This design comes from an exercise in tuning for small area on the open sky130 flow, not from production work. Where RTL was checked, it was by simulation tests only, not by an equivalence proof against the original. Power figures rest on the tool's default switching activity, not on a simulated workload.

## run 1
==> flow/design.v (excerpt) <==
module des_apb_top
#(
    parameter int ADDR_WIDTH = 8
)
(
    input  logic                  clk,
    input  logic                  rst_n,
    input  logic [ADDR_WIDTH-1:0] paddr,
    input  logic                  psel,
    input  logic                  penable,
    input  logic                  pwrite,
    input  logic [31:0]           pwdata,
    output logic [31:0]           prdata,
    output logic                  pready,
    output logic                  pslverr
);
Settings: LEC_CHECK=0, CAP_MARGIN=0, CORE_MARGIN=2, CORE_UTILIZATION=40, GPL_TIMING_DRIVEN=0, SLEW_MARGIN=0; clock period 6.0 ns.
standard.sh (not shown) runs the stock make flow with config.mk's settings and CLKGATE_MAP_FILE= SYNTH_SCRIPT=/design/flow/synth_recipe.tcl, a recipe that flattens the netlist after the stock synthesis.
==> flow/flow/run.sh <==
#!/bin/bash
# Own layout flow: the standard flow (standard.sh) with these changes:
#  - the port buffers are the smallest buffer cell (buf_1);
#  - clock tree: sink clusters of 10 on clkbuf_4, no dummy loads.
# Each tool's output goes to a log file of its own in the work folder.
set -euo pipefail
WORK=$PWD
PORTS="-buffer_cell sky130_fd_sc_hd__buf_1"
CTS="-sink_clustering_enable -repair_clock_nets -dont_use_dummy_load -buf_list sky130_fd_sc_hd__clkbuf_4 -sink_clustering_size 10 -sink_clustering_max_diameter 50"
CANDS=""
for f in "$WORK"/flow/abc_*.script; do
    c=$(basename "$f" .script)
    c=${c#abc_}
    CANDS="$CANDS $c"
    rm -rf "$WORK/syn_$c"
    mkdir -p "$WORK/syn_$c"
    cp -r "$FLOW_HOME/scripts" "$WORK/syn_$c/scripts"
    cp "$f" "$WORK/syn_$c/scripts/abc_speed.script"
    sed "s#$WORK/orfs#$WORK/syn_$c/orfs#g" "$WORK/standard.sh" > "$WORK/syn_$c/standard.sh"
    ( SCRIPTS_DIR="$WORK/syn_$c/scripts" bash "$WORK/syn_$c/standard.sh" ADDER_MAP_FILE= synth \
        > "$WORK/own_synth_$c.log" 2>&1 || true ) &
done
wait
# placements two at a time (each uses the flow's cores)
n=0
for c in $CANDS; do
    ( SCRIPTS_DIR="$WORK/syn_$c/scripts" bash "$WORK/syn_$c/standard.sh" ADDER_MAP_FILE= \
        BUFFER_PORTS_ARGS="$PORTS" place > "$WORK/own_place_$c.log" 2>&1 || true ) &
    n=$((n + 1))
    if (( n % 2 == 0 )); then
        wait
    fi
done
wait
best=""
best_area=""
for c in $CANDS; do
    logs="$WORK/syn_$c/orfs/logs/$FLOW_PLATFORM/des_apb_top/base"
    [[ -f "$logs/3_5_place_dp.log" && -f "$WORK/syn_$c/orfs/results/$FLOW_PLATFORM/des_apb_top/base/3_place.odb" ]] || continue
    da=$(awk '/^Design area/ {print $3}' "$logs/3_5_place_dp.log" | tail -1)
    taps=$(sed -n 's/.*Inserted \([0-9]*\) tapcells.*/\1/p' "$logs/2_3_floorplan_tapcell.log" | tail -1)
    [[ -n "$da" && -n "$taps" ]] || continue
    a=$(awk -v d="$da" -v t="$taps" 'BEGIN{printf "%.1f", d - t * 1.2512}')
    sa=$(awk '/Chip area for module/ {print $NF}' "$WORK/syn_$c/orfs/reports/$FLOW_PLATFORM/des_apb_top/base/synth_stat.txt" | tail -1)
    echo "$c: synthesized $sa, placed $a (design area $da, $taps taps)" >> "$WORK/own_pick.log"
    if [[ -z "$best" ]] || awk -v a="$a" -v b="$best_area" 'BEGIN{exit !(a<b)}'; then
        best=$c
        best_area=$a
    fi
done
echo "picked $best ($best_area)" >> "$WORK/own_pick.log"
rm -rf "$WORK/orfs"
mv "$WORK/syn_$best/orfs" "$WORK/orfs"
export SCRIPTS_DIR="$WORK/syn_$best/scripts"
bash standard.sh ADDER_MAP_FILE= BUFFER_PORTS_ARGS="$PORTS" CTS_ARGS="$CTS" \
    finish > "$WORK/own_finish.log" 2>&1
Other scripts of this flow, unchanged in this note and not shown: flow/flow/abc_d0.script, flow/flow/abc_h.script, flow/flow/abc_h1.script, flow/flow/abc_h4.script, flow/flow/abc_h7.script
diff inputs: run 1 => run 2
Settings: GPL_TIMING_DRIVEN removed (was 0); CORE_UTILIZATION changed from 40 to 50.
## What came out
Looking at run 2 and run 1, the final wirelength is a wash. Looking at run 2 and run 1, the overall power consumption is a wash. Of run 2 and run 1, run 1 shows the higher overall die height, with run 2 below it. In run 2 the non-clock buffer count turned out 1.1% higher than in run 1. Re synthesized-area fraction occupied by and/or/nand/nor cells: run 2 is 0.50 points down on run 1.
Input changes introduced in run 3 (baseline for comparison: run 2):
Settings: a change of CORE_UTILIZATION from 50 to 40.
### Flow results
Run 3: all stages complete, timing, DRC and antenna checks passed. Run 3: share of the clock period used by the worst path higher than run 2. Re finished layout cell area: run 2 and run 3 aren't equal, and the lower value belongs to run 2. In run 3 relative to run 2, cell total after placement had gone up by a few percent. In the tables for run 2 and run 3, number of global-route vias before repair reads lower with run 3. Run 3 has first-pass GRT wire length below what run 2 had.

Setup of build 13:
Another version of the RTL of des_apb_top (not shown whole).
Size in the first run: about 1400 cells after synthesis, roughly 79 I/O pins, about 13000 sq um of cells after synthesis.
==> flow/config.mk <==
export PLATFORM = sky130hd
export DESIGN_NAME = des_apb_top
export DESIGN_NICKNAME = des_apb_top
export VERILOG_FILES = /design/flow/design.v
export SDC_FILE = /design/flow/constraint.sdc
export NUM_CORES = 4
export LEC_CHECK = 0
export CAP_MARGIN = 0
export CORE_MARGIN = 2
export CORE_UTILIZATION = 40
export SLEW_MARGIN = 0
==> flow/constraint.sdc <==
create_clock -name core_clock -period 6.0 [get_ports {clk}]
set_input_delay 1.2000 -clock core_clock [delete_from_list [all_inputs] [get_ports {clk}]]
set_output_delay 1.2000 -clock core_clock [all_outputs]
set_load 0.01 [all_outputs]
==> flow/flow/run.sh <==
#!/bin/bash
# Own layout flow: the standard flow (standard.sh) with these changes:
#  - the port buffers are the smallest buffer cell (buf_1);
#  - clock tree: sink clusters of 10 on clkbuf_4, no dummy loads.
# Each tool's output goes to a log file of its own in the work folder.
set -euo pipefail
WORK=$PWD
SEEDS="0 1 2 3"
for s in $SEEDS; do
    rm -rf "$WORK/syn$s"
    mkdir -p "$WORK/syn$s"
    cp -r "$FLOW_HOME/scripts" "$WORK/syn$s/scripts"
    sed "s/@SEED@/$s/" "$WORK/flow/abc_area_map.script" > "$WORK/syn$s/scripts/abc_speed.script"
    sed "s#$WORK/orfs#$WORK/syn$s/orfs#g" "$WORK/standard.sh" > "$WORK/syn$s/standard.sh"
    ( SCRIPTS_DIR="$WORK/syn$s/scripts" bash "$WORK/syn$s/standard.sh" ADDER_MAP_FILE= synth \
        > "$WORK/own_synth_seed$s.log" 2>&1 ) &
done
wait
best=""
best_area=""
for s in $SEEDS; do
    stat="$WORK/syn$s/orfs/reports/$FLOW_PLATFORM/des_apb_top/base/synth_stat.txt"
    [[ -f "$stat" ]] || continue
    a=$(awk '/Chip area for module/ {print $NF}' "$stat" | tail -1)
    echo "seed $s: synthesized cell area $a" >> "$WORK/own_synth_pick.log"
    if [[ -n "$a" ]] && { [[ -z "$best" ]] || awk -v a="$a" -v b="$best_area" 'BEGIN{exit !(a<b)}'; }; then
        best=$s
        best_area=$a
    fi
done
echo "picked seed $best ($best_area)" >> "$WORK/own_synth_pick.log"
rm -rf "$WORK/orfs"
mv "$WORK/syn$best/orfs" "$WORK/orfs"
export SCRIPTS_DIR="$WORK/syn$best/scripts"
bash standard.sh ADDER_MAP_FILE= \
    BUFFER_PORTS_ARGS="-buffer_cell sky130_fd_sc_hd__buf_1" \
    CTS_ARGS="-sink_clustering_enable -repair_clock_nets -dont_use_dummy_load -buf_list sky130_fd_sc_hd__clkbuf_4 -sink_clustering_size 10 -sink_clustering_max_diameter 50" \
    finish > "$WORK/own_finish.log" 2>&1
==> flow/flow/abc_area_map.script <==
strash
&get -n
&deepsyn -T 180 -S @SEED@
&dch -f
&nf -a -R 1000
&put
Build 13 finished all stages; the layout is clean.
Edits applied to the flow inputs when going from build 13 to trial 23:
==> flow/flow/run.sh <==
#!/bin/bash
# Own layout flow: the standard flow (standard.sh) with these changes:
#  - the port buffers are the smallest buffer cell (buf_1);
#  - clock tree: sink clusters of 10 on clkbuf_4, no dummy loads.
# Each tool's output goes to a log file of its own in the work folder.
set -euo pipefail
WORK=$PWD
CANDS=""
for f in "$WORK"/flow/abc_*.script; do
    c=$(basename "$f" .script)
    c=${c#abc_}
    CANDS="$CANDS $c"
    rm -rf "$WORK/syn_$c"
    mkdir -p "$WORK/syn_$c"
    cp -r "$FLOW_HOME/scripts" "$WORK/syn_$c/scripts"
    cp "$f" "$WORK/syn_$c/scripts/abc_speed.script"
    sed "s#$WORK/orfs#$WORK/syn_$c/orfs#g" "$WORK/standard.sh" > "$WORK/syn_$c/standard.sh"
    ( SCRIPTS_DIR="$WORK/syn_$c/scripts" bash "$WORK/syn_$c/standard.sh" ADDER_MAP_FILE= synth \
        > "$WORK/own_synth_$c.log" 2>&1 ) &
done
wait
best=""
best_area=""
for c in $CANDS; do
    stat="$WORK/syn_$c/orfs/reports/$FLOW_PLATFORM/des_apb_top/base/synth_stat.txt"
    [[ -f "$stat" ]] || continue
    a=$(awk '/Chip area for module/ {print $NF}' "$stat" | tail -1)
    echo "$c: synthesized cell area $a" >> "$WORK/own_synth_pick.log"
    if [[ -n "$a" ]] && { [[ -z "$best" ]] || awk -v a="$a" -v b="$best_area" 'BEGIN{exit !(a<b)}'; }; then
        best=$c
        best_area=$a
    fi
done
echo "picked $best ($best_area)" >> "$WORK/own_synth_pick.log"
rm -rf "$WORK/orfs"
mv "$WORK/syn_$best/orfs" "$WORK/orfs"
export SCRIPTS_DIR="$WORK/syn_$best/scripts"
bash standard.sh ADDER_MAP_FILE= \
    BUFFER_PORTS_ARGS="-buffer_cell sky130_fd_sc_hd__buf_1" \
    CTS_ARGS="-sink_clustering_enable -repair_clock_nets -dont_use_dummy_load -buf_list sky130_fd_sc_hd__clkbuf_4 -sink_clustering_size 10 -sink_clustering_max_diameter 50" \
    finish > "$WORK/own_finish.log" 2>&1
==> flow/flow/abc_d0.script (new file) <==
strash
&get -n
&deepsyn -T 180 -S 0
&dch -f
&nf -a -R 1000
&put
==> flow/flow/abc_d1.script (new file) <==
strash
&get -n
&deepsyn -T 180 -S 1
&dch -f
&nf -a -R 1000
&put
==> flow/flow/abc_d2.script (new file) <==
strash
&get -n
&deepsyn -T 180 -S 2
&dch -f
&nf -a -R 1000
&put
==> flow/flow/abc_d3.script (new file) <==
strash
&get -n
&deepsyn -T 180 -S 3
&dch -f
&nf -a -R 1000
&put
==> flow/flow/abc_e.script (new file) <==
strash
dch -f
map -a
mfs2 -a
strash
&get -n
&dch -f
&nf -a -R 1000
&put
==> flow/flow/abc_h.script (new file) <==
strash
&get -n
&dc2
&dch -f
&nf -a -R 1000
&put
==> flow/flow/abc_m.script (new file) <==
strash
&get -n
&dc2
&dch -f
&nf -a -R 2000
&put
strash
&get -n
&dc2
&dch -f
&nf -a -R 2000
&put
removed: flow/flow/abc_area_map.script
[summary]
Trial 23: all stages complete, timing, DRC and antenna checks passed
Overall die width across trial 23 and build 13: no real change.
Comparing trial 23 and build 13, the higher arrival time at the worst endpoint is on build 13.
From build 13 to trial 23 the numbers moved as follows: share of the final layout cell area in multi-input gates shows a reduction of 3.5 points, via count went down 129.
Against build 13, non-clock buffer total of the final layout in trial 23 rose by a few percent.
Total power for trial 23 is lower than for build 13.
Function was not checked in any run of this note: the RTL went through the layout flow alone.

Another version of the RTL of des_apb_top (not shown whole).
Size: roughly 1400 cells after synthesis, roughly 260 flip-flops, about 79 I/O pins, ~0.014 mm² of cells after synthesis.
==> flow/design.v (excerpt) <==
module des_apb_top
#(
    parameter int ADDR_WIDTH = 8
)
(
    input  logic                  clk,
    input  logic                  rst_n,
    input  logic [ADDR_WIDTH-1:0] paddr,
    input  logic                  psel,
    input  logic                  penable,
    input  logic                  pwrite,
    input  logic [31:0]           pwdata,
    output logic [31:0]           prdata,
    output logic                  pready,
    output logic                  pslverr
);
    localparam integer BLOCK_W    = 64;
    localparam integer KEY_W      = 64;
    localparam integer HALF_W     = 32;
    localparam integer SUBKEY_W   = 48;
    localparam integer CD_W       = 28;
    localparam integer NUM_ROUNDS = 16;
    localparam logic [64*8-1:0] IP_TAB = {
        8'd58, 8'd50, 8'd42, 8'd34, 8'd26, 8'd18, 8'd10, 8'd2,
        8'd60, 8'd52, 8'd44, 8'd36, 8'd28, 8'd20, 8'd12, 8'd4,
        8'd62, 8'd54, 8'd46, 8'd38, 8'd30, 8'd22, 8'd14, 8'd6,
        8'd64, 8'd56, 8'd48, 8'd40, 8'd32, 8'd24, 8'd16, 8'd8,
        8'd57, 8'd49, 8'd41, 8'd33, 8'd25, 8'd17, 8'd9, 8'd1,
        8'd59, 8'd51, 8'd43, 8'd35, 8'd27, 8'd19, 8'd11, 8'd3,
        8'd61, 8'd53, 8'd45, 8'd37, 8'd29, 8'd21, 8'd13, 8'd5,
        8'd63, 8'd55, 8'd47, 8'd39, 8'd31, 8'd23, 8'd15, 8'd7
    };
    localparam logic [48*8-1:0] E_TAB = {
        8'd32, 8'd1, 8'd2, 8'd3, 8'd4, 8'd5, 8'd4, 8'd5,
        8'd6, 8'd7, 8'd8, 8'd9, 8'd8, 8'd9, 8'd10, 8'd11,
        8'd12, 8'd13, 8'd12, 8'd13, 8'd14, 8'd15, 8'd16, 8'd17,
        8'd16, 8'd17, 8'd18, 8'd19, 8'd20, 8'd21, 8'd20, 8'd21,
  ...
clock: 6.0 ns
lec_check: 0
cap_margin: 20
core_margin: 2
core_utilization: 65
slew_margin: 20
==> flow/flow/run.sh <==
#!/bin/bash
# Own layout flow: the standard flow (standard.sh) with these changes:
#  - the port buffers are the smallest buffer cell (buf_1);
#  - clock tree: sink clusters of 16 on clkbuf_8 and no dummy loads.
# Each tool's output goes to a log file of its own in the work folder.
set -euo pipefail
WORK=$PWD
rm -rf "$WORK/own_scripts"
cp -r "$FLOW_HOME/scripts" "$WORK/own_scripts"
cp "$WORK/flow/abc_area_map.script" "$WORK/own_scripts/abc_speed.script"
export SCRIPTS_DIR="$WORK/own_scripts"
bash standard.sh ADDER_MAP_FILE= synth > "$WORK/own_synth.log" 2>&1
bash standard.sh ADDER_MAP_FILE= \
    BUFFER_PORTS_ARGS="-buffer_cell sky130_fd_sc_hd__buf_1" \
    CTS_ARGS="-sink_clustering_enable -repair_clock_nets -dont_use_dummy_load -buf_list sky130_fd_sc_hd__clkbuf_8 -sink_clustering_size 16 -sink_clustering_max_diameter 60" \
    finish > "$WORK/own_finish.log" 2>&1
==> flow/flow/abc_area_map.script <==
strash
&get -n
&dch
&nf -a -R 1000
&put
The baseline ran to the end with no violations.
Edit:
--- a/flow/flow/run.sh
+++ b/flow/flow/run.sh
@@ -13,4 +13,4 @@
 bash standard.sh ADDER_MAP_FILE= \
     BUFFER_PORTS_ARGS="-buffer_cell sky130_fd_sc_hd__buf_1" \
-    CTS_ARGS="-sink_clustering_enable -repair_clock_nets -dont_use_dummy_load -buf_list sky130_fd_sc_hd__clkbuf_8 -sink_clustering_size 16 -sink_clustering_max_diameter 60" \
+    CTS_ARGS="-sink_clustering_enable -repair_clock_nets -dont_use_dummy_load -buf_list sky130_fd_sc_hd__clkbuf_4 -sink_clustering_size 10 -sink_clustering_max_diameter 50" \
     finish > "$WORK/own_finish.log" 2>&1
--- a/flow/config.mk
+++ b/flow/config.mk
@@ -6,6 +6,6 @@
 export NUM_CORES = 4
 export LEC_CHECK = 0
-export CAP_MARGIN = 20
+export CAP_MARGIN = 0
 export CORE_MARGIN = 2
-export CORE_UTILIZATION = 65
-export SLEW_MARGIN = 20
+export CORE_UTILIZATION = 40
+export SLEW_MARGIN = 0
Result: The new run finished with timing, DRC and antenna clean. Global-route usage shrinks by 13 points. Total power falls by about 1.2%. Routed wire length grows by 7.2%.
Edit:
==> flow/run.sh (new file) <==
#!/bin/bash
# synth_recipe.tcl (not shown) runs the flow's synth.tcl, then flattens the netlist and writes it again
# the make line also repeats each setting of config.mk as NAME=value (left out here)
make -C /OpenROAD-flow-scripts/flow DESIGN_CONFIG=/design/flow/config.mk WORK_HOME=/design/flow/orfs CLKGATE_MAP_FILE= SYNTH_SCRIPT=/design/flow/synth_recipe.tcl finish
--- a/flow/config.mk
+++ b/flow/config.mk
@@ -6,6 +6,7 @@
 export NUM_CORES = 4
 export LEC_CHECK = 0
-export CAP_MARGIN = 0
+export CAP_MARGIN = 20
 export CORE_MARGIN = 2
-export CORE_UTILIZATION = 40
-export SLEW_MARGIN = 0
+export CORE_UTILIZATION = 60
+export CTS_BUF_LIST = sky130_fd_sc_hd__clkbuf_4
+export SLEW_MARGIN = 20
removed: flow/flow/run.sh
removed: flow/flow/abc_area_map.script
removed: flow/standard.sh
Sequential power is about the same.
Non-clock buffer count came out higher by 16.
Maximum frequency falls by 4.9%.
Clock skew shrinks by 43 ps.
Die area goes down by 25%.
Routed wire length rose by 3.4%.
Final cell count went up by 4.1%.
Design area is higher by 15%.
Hold slack is better by 210 ps.
Edit:
==> flow/flow/run.sh (new file) <==
#!/bin/bash
# Own layout flow: the standard flow (standard.sh) with these changes:
#  - the port buffers are the smallest buffer cell (buf_1);
#  - clock tree: sink clusters of 10 on clkbuf_4, no dummy loads.
# Each tool's output goes to a log file of its own in the work folder.
set -euo pipefail
WORK=$PWD
SEEDS="0 1 2 3"
for s in $SEEDS; do
    rm -rf "$WORK/syn$s"
    mkdir -p "$WORK/syn$s"
    cp -r "$FLOW_HOME/scripts" "$WORK/syn$s/scripts"
    sed "s/@SEED@/$s/" "$WORK/flow/abc_area_map.script" > "$WORK/syn$s/scripts/abc_speed.script"
    sed "s#$WORK/orfs#$WORK/syn$s/orfs#g" "$WORK/standard.sh" > "$WORK/syn$s/standard.sh"
    ( SCRIPTS_DIR="$WORK/syn$s/scripts" bash "$WORK/syn$s/standard.sh" ADDER_MAP_FILE= synth \
        > "$WORK/own_synth_seed$s.log" 2>&1 ) &
done
wait
best=""
best_area=""
for s in $SEEDS; do
    stat="$WORK/syn$s/orfs/reports/$FLOW_PLATFORM/des_apb_top/base/synth_stat.txt"
    [[ -f "$stat" ]] || continue
    a=$(awk '/Chip area for module/ {print $NF}' "$stat" | tail -1)
    echo "seed $s: synthesized cell area $a" >> "$WORK/own_synth_pick.log"
    if [[ -n "$a" ]] && { [[ -z "$best" ]] || awk -v a="$a" -v b="$best_area" 'BEGIN{exit !(a<b)}'; }; then
        best=$s
        best_area=$a
    fi
done
echo "picked seed $best ($best_area)" >> "$WORK/own_synth_pick.log"
rm -rf "$WORK/orfs"
mv "$WORK/syn$best/orfs" "$WORK/orfs"
export SCRIPTS_DIR="$WORK/syn$best/scripts"
bash standard.sh ADDER_MAP_FILE= \
    BUFFER_PORTS_ARGS="-buffer_cell sky130_fd_sc_hd__buf_1" \
    CTS_ARGS="-sink_clustering_enable -repair_clock_nets -dont_use_dummy_load -buf_list sky130_fd_sc_hd__clkbuf_4 -sink_clustering_size 10 -sink_clustering_max_diameter 50" \
    finish > "$WORK/own_finish.log" 2>&1
==> flow/flow/abc_area_map.script (new file) <==
strash
&get -n
&deepsyn -T 180 -S @SEED@
&dch -f
&nf -a -R 1000
&put
==> flow/standard.sh (new file) <==
#!/bin/bash
# synth_recipe.tcl (not shown) runs the flow's synth.tcl, then flattens the netlist and writes it again
# the make line also repeats each setting of config.mk as NAME=value (left out here)
make -C /OpenROAD-flow-scripts/flow DESIGN_CONFIG=/design/flow/config.mk WORK_HOME=/design/flow/orfs CLKGATE_MAP_FILE= SYNTH_SCRIPT=/design/flow/synth_recipe.tcl "${@:-finish}"
==> flow/config.mk (replaced) <==
export PLATFORM = sky130hd
export DESIGN_NAME = des_apb_top
export DESIGN_NICKNAME = des_apb_top
export VERILOG_FILES = /design/flow/design.v
export SDC_FILE = /design/flow/constraint.sdc
export NUM_CORES = 4
export LEC_CHECK = 0
export CAP_MARGIN = 0
export CORE_MARGIN = 2
export CORE_UTILIZATION = 40
export SLEW_MARGIN = 0
removed: flow/run.sh
Effect: The changed run finished with timing, DRC and antenna clean. First-iteration DRC count is lower by 40%. Synthesized cell count falls by about 13%. Die area climbs by 31%. Setup slack improved by 880 ps. Area after synthesis shrinks by about 12%. Count of clock-buffer cells in the layout shrinks by 72.
Edit:
==> flow/run.sh (new file) <==
#!/bin/bash
# synth_recipe.tcl (not shown) runs the flow's synth.tcl, then flattens the netlist and writes it again
# the make line also repeats each setting of config.mk as NAME=value (left out here)
make -C /OpenROAD-flow-scripts/flow DESIGN_CONFIG=/design/flow/config.mk WORK_HOME=/design/flow/orfs CLKGATE_MAP_FILE= SYNTH_SCRIPT=/design/flow/synth_recipe.tcl finish
--- a/flow/config.mk
+++ b/flow/config.mk
@@ -6,6 +6,6 @@
 export NUM_CORES = 4
 export LEC_CHECK = 0
-export CAP_MARGIN = 0
+export CAP_MARGIN = 20
 export CORE_MARGIN = 2
 export CORE_UTILIZATION = 40
-export SLEW_MARGIN = 0
+export SLEW_MARGIN = 20
removed: flow/flow/run.sh
removed: flow/flow/abc_area_map.script
removed: flow/standard.sh
Total power drops by a few percent.
Cell count climbs by roughly a tenth.
Clock power climbs by well over a third.
Area after synthesis climbs by roughly a tenth.
Edit:
==> flow/flow/run.sh (new file) <==
#!/bin/bash
# Own layout flow: the standard flow (standard.sh), with two changes:
#  - synthesis maps the logic with an area-oriented ABC script (abc_area_map.script)
#    instead of ORFS's speed script; everything else in synthesis is unchanged,
#    so the registers keep the standard synthesis's names and cell types;
#  - the port buffers are the smallest buffer cell (buf_1).
# Each tool's output goes to a log file of its own in the work folder.
set -euo pipefail
WORK=$PWD
rm -rf "$WORK/own_scripts"
cp -r "$FLOW_HOME/scripts" "$WORK/own_scripts"
cp "$WORK/flow/abc_area_map.script" "$WORK/own_scripts/abc_speed.script"
export SCRIPTS_DIR="$WORK/own_scripts"
bash standard.sh synth > "$WORK/own_synth.log" 2>&1
bash standard.sh BUFFER_PORTS_ARGS="-buffer_cell sky130_fd_sc_hd__buf_1" finish > "$WORK/own_finish.log" 2>&1
==> flow/flow/abc_area_map.script (new file) <==
strash
&get -n
&dch
&nf -a -R 1000
&put
==> flow/standard.sh (new file) <==
#!/bin/bash
# synth_recipe.tcl (not shown) runs the flow's synth.tcl, then flattens the netlist and writes it again
# the make line also repeats each setting of config.mk as NAME=value (left out here)
make -C /OpenROAD-flow-scripts/flow DESIGN_CONFIG=/design/flow/config.mk WORK_HOME=/design/flow/orfs CLKGATE_MAP_FILE= SYNTH_SCRIPT=/design/flow/synth_recipe.tcl "${@:-finish}"
removed: flow/run.sh
Final cell count went down by 12%.
Sequential power hardly moves.
First-iteration DRC count came out lower by 19%.
Clock-buffer cell count falls by 3.
Core utilization fell by 0.55 points.
Via count fell by 13%.

-- what the ideal ports hide --
The results above use ideal ports. As a check the final layouts listed here were re-extracted and re-timed, cells and wires unchanged. Step 1: set_driving_cell puts a clkbuf_16 on clk and a buf_2 on each other input, an assumption about the parent block. Step 2, shift: input delay + t, output delay - t, t = (earliest + latest rising clock arrival at the registers) / 2. This alone moves slack from input paths to output paths. a / b / c = ideal ports / drivers / drivers and shift; a / b = the first two.
run	t (ns)	slack for setup (ns)	worst setup path after step 2	worst register clock-pin slew, ns
run 1	0.661	1.018 / 0.998 / 0.998	input to output	0.12 / 0.12
run 2	0.651	1.603 / 1.583 / 1.583	input to output	0.11 / 0.11
run 3	0.658	1.384 / 1.362 / 1.362	input to output	0.11 / 0.11
build 13	0.631	1.224 / 1.203 / 1.203	input to output	0.12 / 0.12
trial 23	0.680	1.612 / 1.592 / 1.592	input to output	0.11 / 0.11
the first run of note 3	0.562	1.265 / 1.234 / 1.234	input to output	0.10 / 0.10
the second run of note 3	0.738	1.105 / 1.084 / 1.084	input to output	0.12 / 0.12
the third run of note 3	0.702	0.850 / 0.827 / 0.827	input to output	0.08 / 0.08
the fourth run of note 3	0.655	1.730 / 1.709 / 1.709	input to output	0.12 / 0.12
the fifth run of note 3	0.593	0.813 / 0.792 / 0.792	input to output	0.06 / 0.06
the sixth run of note 3	0.587	1.757 / 1.737 / 1.737	input to output	0.07 / 0.07
After both steps every run listed still meets setup and hold. For the first run of note 3, which loses most, drivers alone change the setup slack by -0.031 ns; drivers and shift together by -0.031 ns.
